Background: an optimization exercise with open tools, aiming at a short achievable clock period and few clock cycles. Do not read the settings as production practice.
Function was checked by simulation only, so behaviour that the tests miss may differ from the original.
No activity file was given, so power comes from the tool's default toggle rates.

[flow/config.mk]
export PLATFORM = sky130hd
export DESIGN_NAME = apb_seq_top
export DESIGN_NICKNAME = apb_seq_top
export VERILOG_FILES = /design/flow/design.v
export SDC_FILE = /design/flow/constraint.sdc
export NUM_CORES = 4
export LEC_CHECK = 0
export CAP_MARGIN = 20
export CORE_MARGIN = 2
export CORE_UTILIZATION = 40
export SLEW_MARGIN = 20
[flow/constraint.sdc]
create_clock -name core_clock -period 4.0 [get_ports {clk}]
set_input_delay 0.8000 -clock core_clock [delete_from_list [all_inputs] [get_ports {clk}]]
set_output_delay 0.8000 -clock core_clock [all_outputs]
set_load 0.01 [all_outputs]
[flow/design.v]
package apb_seq_pkg;
    localparam int addr_w     = 16;
    localparam int data_w     = 32;
    localparam int prog_depth = 32;
    localparam int pc_w       = 5;
    localparam int op_w       = 3;
    localparam int cmd_w      = op_w + addr_w + data_w;
    localparam logic [op_w-1:0] op_write  = 3'd0;
    localparam logic [op_w-1:0] op_read   = 3'd1;
    localparam logic [op_w-1:0] op_branch = 3'd2;
    localparam logic [op_w-1:0] op_goto   = 3'd3;
    localparam int st_w = 3;
    localparam logic [st_w-1:0] st_idle      = 3'd0;
    localparam logic [st_w-1:0] st_decode    = 3'd1;
    localparam logic [st_w-1:0] st_wait_xfer = 3'd2;
    localparam logic [st_w-1:0] st_finished  = 3'd3;
    localparam logic [st_w-1:0] st_failed    = 3'd4;
    localparam int op_lsb     = addr_w + data_w;
    localparam int addr_lsb   = data_w;
    localparam int target_lsb = addr_w + data_w - pc_w;
endpackage
`timescale 1ns/1ps
import apb_seq_pkg::*;
module cmd_store (
    input  logic            clk,
    input  logic            load_en,
    input  logic [pc_w-1:0] load_addr,
    input  logic [cmd_w-1:0] load_word,
    input  logic [pc_w-1:0] pc,
    output logic [cmd_w-1:0] fetch_word
);
    logic [cmd_w-1:0] mem [prog_depth];
    always_ff @(posedge clk) begin
        if (load_en) begin
            mem[load_addr] <= load_word;
        end
    end
    assign fetch_word = mem[pc];
endmodule
`timescale 1ns/1ps
import apb_seq_pkg::*;
module apb_master (
    input  logic              clk,
    input  logic              rst_n,
    input  logic              issue,
    input  logic              xfer_write,
    input  logic [addr_w-1:0] xfer_addr,
    input  logic [data_w-1:0] xfer_wdata,
    output logic              xfer_done,
    output logic              xfer_err,
    output logic              xfer_rdata_nz,
    output logic [addr_w-1:0] paddr,
    output logic              psel,
    output logic              penable,
    output logic              pwrite,
    output logic [data_w-1:0] pwdata,
    input  logic              pready,
    input  logic [data_w-1:0] prdata,
    input  logic              pslverr
);
    logic access_end;
    assign access_end = psel && penable && pready;
    always_ff @(posedge clk or negedge rst_n) begin
        if (!rst_n) begin
            psel    <= 1'b0;
            penable <= 1'b0;
            pwrite  <= 1'b0;
        end else begin
            if (issue) begin
                psel    <= 1'b1;
                penable <= 1'b0;
                pwrite  <= xfer_write;
            end else if (psel && !penable) begin
                penable <= 1'b1;
            end else if (access_end) begin
                psel    <= 1'b0;
                penable <= 1'b0;
            end
        end
    end
    always_ff @(posedge clk) begin
        if (issue) begin
            paddr  <= xfer_addr;
            pwdata <= xfer_wdata;
        end
    end
    assign xfer_done     = access_end;
    assign xfer_err      = pslverr;
    assign xfer_rdata_nz = |prdata;
endmodule
`timescale 1ns/1ps
import apb_seq_pkg::*;
module seq_control (
    input  logic              clk,
    input  logic              rst_n,
    input  logic              start,
    input  logic [pc_w:0]     prog_len,
    input  logic [cmd_w-1:0]  fetch_word,
    output logic [pc_w-1:0]   pc,
    output logic              issue,
    output logic              xfer_write,
    output logic [addr_w-1:0] xfer_addr,
    output logic [data_w-1:0] xfer_wdata,
    input  logic              xfer_done,
    input  logic              xfer_err,
    input  logic              xfer_rdata_nz,
    output logic              done,
    output logic              error
);
    logic [st_w-1:0] state;
    logic [pc_w:0]   pc_cnt;
    logic [pc_w:0]   pc_inc;
    logic            branch_flag;
    logic            rd_pending;
    logic            at_end;
    logic            is_access;
    assign pc     = pc_cnt[pc_w-1:0];
    assign pc_inc = pc_cnt + 1'b1;
    assign at_end = pc_cnt >= prog_len;
    assign is_access = (fetch_word[op_lsb +: op_w] == op_write) || (fetch_word[op_lsb +: op_w] == op_read);
    assign issue      = (state == st_decode) && !at_end && is_access;
    assign xfer_write = fetch_word[op_lsb +: op_w] == op_write;
    assign xfer_addr  = fetch_word[addr_lsb +: addr_w];
    assign xfer_wdata = fetch_word[data_w-1:0];
    assign done  = state == st_finished;
    assign error = state == st_failed;
    always_ff @(posedge clk or negedge rst_n) begin
        if (!rst_n) begin
            state       <= st_idle;
            pc_cnt      <= '0;
            branch_flag <= 1'b0;
            rd_pending  <= 1'b0;
        end else begin
            case (state)
                st_idle, st_finished, st_failed: begin
                    if (start) begin
                        state  <= st_decode;
                        pc_cnt <= '0;
                    end
                end
                st_decode: begin
                    if (at_end) begin
                        state <= st_finished;
                    end else begin
                        case (fetch_word[op_lsb +: op_w])
                            op_write, op_read: begin
                                rd_pending <= fetch_word[op_lsb +: op_w] == op_read;
                                state      <= st_wait_xfer;
                            end
                            op_goto: begin
                                pc_cnt <= {1'b0, fetch_word[target_lsb +: pc_w]};
                            end
                            op_branch: begin
                                if (branch_flag) begin
                                    pc_cnt <= {1'b0, fetch_word[target_lsb +: pc_w]};
                                end else begin
                                    pc_cnt <= pc_inc;
                                end
                            end
                            default: begin
                                state <= st_failed;
                            end
                        endcase
                    end
                end
                st_wait_xfer: begin
                    if (xfer_done) begin
                        if (xfer_err) begin
                            state <= st_failed;
                        end else begin
                            if (rd_pending) begin
                                branch_flag <= xfer_rdata_nz;
                            end
                            pc_cnt <= pc_inc;
                            state  <= st_decode;
                        end
                    end
                end
                default: begin
                    state <= st_idle;
                end
            endcase
        end
    end
endmodule
`timescale 1ns/1ps
import apb_seq_pkg::*;
module apb_seq_top (
    input  logic              clk,
    input  logic              rst_n,
    input  logic              load_en,
    input  logic [pc_w-1:0]   load_addr,
    input  logic [cmd_w-1:0]  load_word,
    input  logic [pc_w:0]     prog_len,
    input  logic              start,
    output logic              done,
    output logic              error,
    output logic [addr_w-1:0] paddr,
    output logic              psel,
    output logic              penable,
    output logic              pwrite,
    output logic [data_w-1:0] pwdata,
    input  logic              pready,
    input  logic [data_w-1:0] prdata,
    input  logic              pslverr
);
    logic [pc_w-1:0]   pc;
    logic [cmd_w-1:0]  fetch_word;
    logic              issue;
    logic              xfer_write;
    logic [addr_w-1:0] xfer_addr;
    logic [data_w-1:0] xfer_wdata;
    logic              xfer_done;
    logic              xfer_err;
    logic              xfer_rdata_nz;
    cmd_store u_store (
        .clk        (clk),
        .load_en    (load_en),
        .load_addr  (load_addr),
        .load_word  (load_word),
        .pc         (pc),
        .fetch_word (fetch_word)
    );
    seq_control u_ctrl (
        .clk           (clk),
        .rst_n         (rst_n),
        .start         (start),
        .prog_len      (prog_len),
        .fetch_word    (fetch_word),
        .pc            (pc),
        .issue         (issue),
        .xfer_write    (xfer_write),
        .xfer_addr     (xfer_addr),
        .xfer_wdata    (xfer_wdata),
        .xfer_done     (xfer_done),
        .xfer_err      (xfer_err),
        .xfer_rdata_nz (xfer_rdata_nz),
        .done          (done),
        .error         (error)
    );
    apb_master u_apb (
        .clk           (clk),
        .rst_n         (rst_n),
        .issue         (issue),
        .xfer_write    (xfer_write),
        .xfer_addr     (xfer_addr),
        .xfer_wdata    (xfer_wdata),
        .xfer_done     (xfer_done),
        .xfer_err      (xfer_err),
        .xfer_rdata_nz (xfer_rdata_nz),
        .paddr         (paddr),
        .psel          (psel),
        .penable       (penable),
        .pwrite        (pwrite),
        .pwdata        (pwdata),
        .pready        (pready),
        .prdata        (prdata),
        .pslverr       (pslverr)
    );
endmodule
[flow/run.sh]
#!/bin/bash
# synth_recipe.tcl (not shown) runs the flow's synth.tcl, then flattens the netlist and writes it again
# the make line also repeats each setting of config.mk as NAME=value (left out here)
make -C /OpenROAD-flow-scripts/flow DESIGN_CONFIG=/design/flow/config.mk WORK_HOME=/design/flow/orfs CLKGATE_MAP_FILE= SYNTH_SCRIPT=/design/flow/synth_recipe.tcl finish
==> summary.md <==
| Metric | Value |
|---|---|
| Leak | around 23 nW |
| Layout cells sized above 1 | 17.1% |
| Hold Vio Cnt, Final | 0 |
| Arrival @ worst endpoint | ~3.8 ns |
| Mean post-synth cell area | between 15 and 20 sq um |
| Total negative setup slack | 0 ns |
| IO buf count | around 150 |
| Status | no timing/DRC/antenna violations |
| DRC Markers | 0 |
| GRT Overall Usage | a little under a fifth |
| Via Count | 32910 |
| Multi-input logic area | 0.0138 sq mm |
| Netlist cell types | 64 |
| F_max | a little over 0.3 GHz |
| CTS tree | done |
| Final Core Density | 46.7% |
| Fin area | approximately 0.076 sq mm |
| # nets final | 3626 |
| H-tree depth | 4 |
| Sequential area share after synthesis | between 70 and 80% |
| Post-synthesis async set-or-reset flop share | 0.826% |
| Sequential Area | 0.0508 sq mm |
| Period utilization | a little over 80% |
| Max-slew violation count | 0 |
| Die Wd | between 400 and 500 microns |
| Cell row count | about 150 |
| Clock latency (worst-skew pair) | around 0.80 ns |
| DIE AREA | around 0.17 sq mm |
| Fillers | 13482 |
| Hold Path Class | in2async |
| Synth area leader | edfxtp_1 |
| Sink Count | roughly 1700 |
| Postcts setup bufs | 0 |
| CTS Buffer Depth | 3 |
| Critical path type | reg2reg |
| Hold buffer count at CTS | 0 |
| Routed WL | between 150000 and 200000 microns |
| Largest net degree at the start of global routing | roughly 100 |
| CP Max Fanout | 103 |
| Peak VDD IR | between 400 and 500 uV |
| Top cells by area, synth | edfxtp_1, mux4_2, mux2i_1 |
| Vias in the first global route | between 30000 and 40000 |
| Maxcap violations | 0 |
| TritonCTS buffer count | approximately 170 |
| Number of antenna violations at the first check in global routing | 4 |
| CTS resizes | 0 |
| Via/cell ratio | between 5 and 6 |
| Startpoint types | flip-flop |
| Total power after layout | between 40 and 50 mW |
| Worst Setup End Kind | flip-flop |
| DRT Pass-1 Iters | 8 |
| Number of flops mapped to enable cells by yosys | about 1700 |
| HPWL Detailed | between 80000 and 90000 microns |
| Pre-CTS setup slack | between 0.7 and 0.8 ns |
| Die Height | 408 microns |
| Tmin final | approximately 3.3 ns |
| Crit path setup slack, layout | a little under 0.7 ns |
| CTS clk-pin slew, worst paths | ~0.060 ns |
| RSZ-0062 raised after global routing | no |
| Placement Cell Area | 0.0705 sq mm |
| PD cells | 602 mW/mm^2 |
| Synth Cell Area | roughly 0.065 sq mm |
| Core area | 0.162 sq mm |
| Worst Tran Pin Value | 1.06 ns |
| Req. time, crit path | about 4.5 ns |
| Synth Net Count | 3374 |
| Reg2Reg Depth | 5 |
| Setup violations, final | 0 |
| Yosys warning total | 3 |
| Final Skew | about 0.029 ns |
| Final ANT Viol Nets | 0 |
| Mapped Cells | around 3300 |
| Yosys reg bits | ~1700 |
| Io pins | about 150 |
| First-pass GRT wire length | 233000 microns |
| Post-synth top area share | slightly below 80% |
| Antenna Cells | 0 |
| WL/cell | 27.3 microns |
| DRT iter0 DRCs | 3118 |
| Root buffer cell | clkbuf_16 |
| Routability congestion estimate | 0.725 |
| Gr ovfl total | 0 |
| Slew margin rel. | between 20% and 30% |
| Starting Density | between 40% and 50% |
| Area growth, synth to finish | 16.2% |
| Post-synth top flop | edfxtp_1 |
[registers in the layout, summed over array words and instances, names as in the netlist]
| register | cells |
|---|---|
| u_apb.paddr | 16 |
| u_apb.penable | 1 |
| u_apb.psel | 1 |
| u_apb.pwdata | 32 |
| u_apb.pwrite | 1 |
| u_ctrl.branch_flag | 1 |
| u_ctrl.pc_cnt | 6 |
| u_ctrl.rd_pending | 1 |
| u_ctrl.state | 3 |
| u_store.mem | 1632 |
[Yosys cell counts, types with 13 or more instances]
cell type / count
clkbuf_1: 82
nand3_1: 13
a21oi_1: 57
o22ai_1: 44
buf_2: 70
buf_4: 18
nand2_1: 172
mux4_2: 210
o221ai_1: 216
edfxtp_1: 1680
o21ai_0: 52
dfrtp_1: 14
mux2i_1: 383
nor2_1: 99
[critical path, cell delays in order (launching register included)]
cell	delay, ns
dfrtp_4	0.84
buf_12	0.31
buf_12	0.59
mux4_2	0.62
o221ai_1	0.31
o21ai_0	0.14
[layout make-up]
class                   instances  share of cell area [%]
flip-flops and latches       1694                    67.0
clock inverters                91                    1.10
repair buffers                264                    4.01
clock buffers                 220                    6.02
inverters                      11                  0.0627
well taps                    2175                    3.59
multi-input cells            1376                    18.2
[layer usage]
| metal | global-route usage, % | part of all wire, % |
|---|---|---|
| met4 | 4.46 | 1.7 |
| met5 | 0 | 0.015 |
| met3 | 3.06 | 5.5 |
| met2 | 30.6 | 49 |
| met1 | 27.1 | 44 |
[cells in the final DEF, fill, tap and decap left out, types with 33 or more instances in the layout]
cell type        count
a21oi_1             57
buf_12              61
buf_4               50
clkbuf_1            44
clkbuf_16          176
clkdlybuf4s50_1    135
clkinv_1            33
edfxtp_1          1680
mux2i_1            383
mux4_2             210
nand2_1            171
nor2_1              66
nor2_4              33
o21ai_0             52
o221ai_1           216
o22ai_1             44
[per-stage QoR]
stage / std cells / hold WS (ns)
global placement: 5519 / 0.507
floorplan: 3267 / 0.442
detailed placement: 5519 / 0.523
CTS: 5830 / 0.399
global route: 5831 / 0.471
finish: 5831 / 0.424
[kinds of logic (layout without fill, tap and decap cells)]
kind of cell | after synthesis | count (layout) | share of synthesized area (%)
multiplexers | 604 | 604 | 13.5
buffers and inverters | 197 | 586 | 1.44
AO/OA/AOI/OAI | 424 | 424 | 4.85
XOR/XNOR | 2 | 2 | 0.0268
adder cells (fa/ha/maj) | 7 | 7 | 0.134
AND/OR/NAND/NOR | 339 | 339 | 2.23
flip-flops | 1694 | 1694 | 77.8
[final timing paths]
path,start,end,slack (ns)
min,rst_n,u_ctrl.branch_flag$_DFFE_PN0P_,0.42
min reg2reg,u_apb.pwrite$_DFFE_PN0P_,u_apb.pwrite$_DFFE_PN0P_,0.53
max in group asynchronous,rst_n,u_ctrl.pc_cnt[3]$_DFFE_PN0P_,3.06
min in group core_clock,load_word[30],u_store.mem[14][30]$_DFFE_PP_,0.52
max reg2reg,u_ctrl.pc_cnt[0]$_DFFE_PN0P_,u_apb.pwdata[24]$_DFFE_PP_,0.70
max,u_ctrl.pc_cnt[0]$_DFFE_PN0P_,u_apb.pwdata[24]$_DFFE_PP_,0.70
[power by group]
group	switching, mW	internal [mW]
logic	5.45	4.14
clock network	6.65	8.80
registers	0.541	20.1
total	12.6	33.0
Testbench counts, summed over its fixed seeds: cycles 109,497.

[what the ideal ports hide]
In the flow no input, the clock included, has a driving cell. The finished layout below was timed again as built, in two steps.
Step 1, drivers: a clkbuf_16 drives clk and a buf_2 each remaining input, both assumed.
Step 2 adds t to the input delays and takes it off the output delays; t is the mean of the earliest and latest rising clock arrival at the registers after step 1. Input paths then give back, and output paths get back, about the clock's delay inside the block.
Slacks: no drivers / after step 1 / after step 2; pairs: no drivers / after step 1.
t (ns): 0.862
setup WS [ns]: 0.695 / 0.695 / 0.695
cell pins on the clock port's net: 1
After both steps this run still meets setup and hold. The setup slack of this run moves by 0.000 ns with the drivers and by 0.000 ns with both steps.
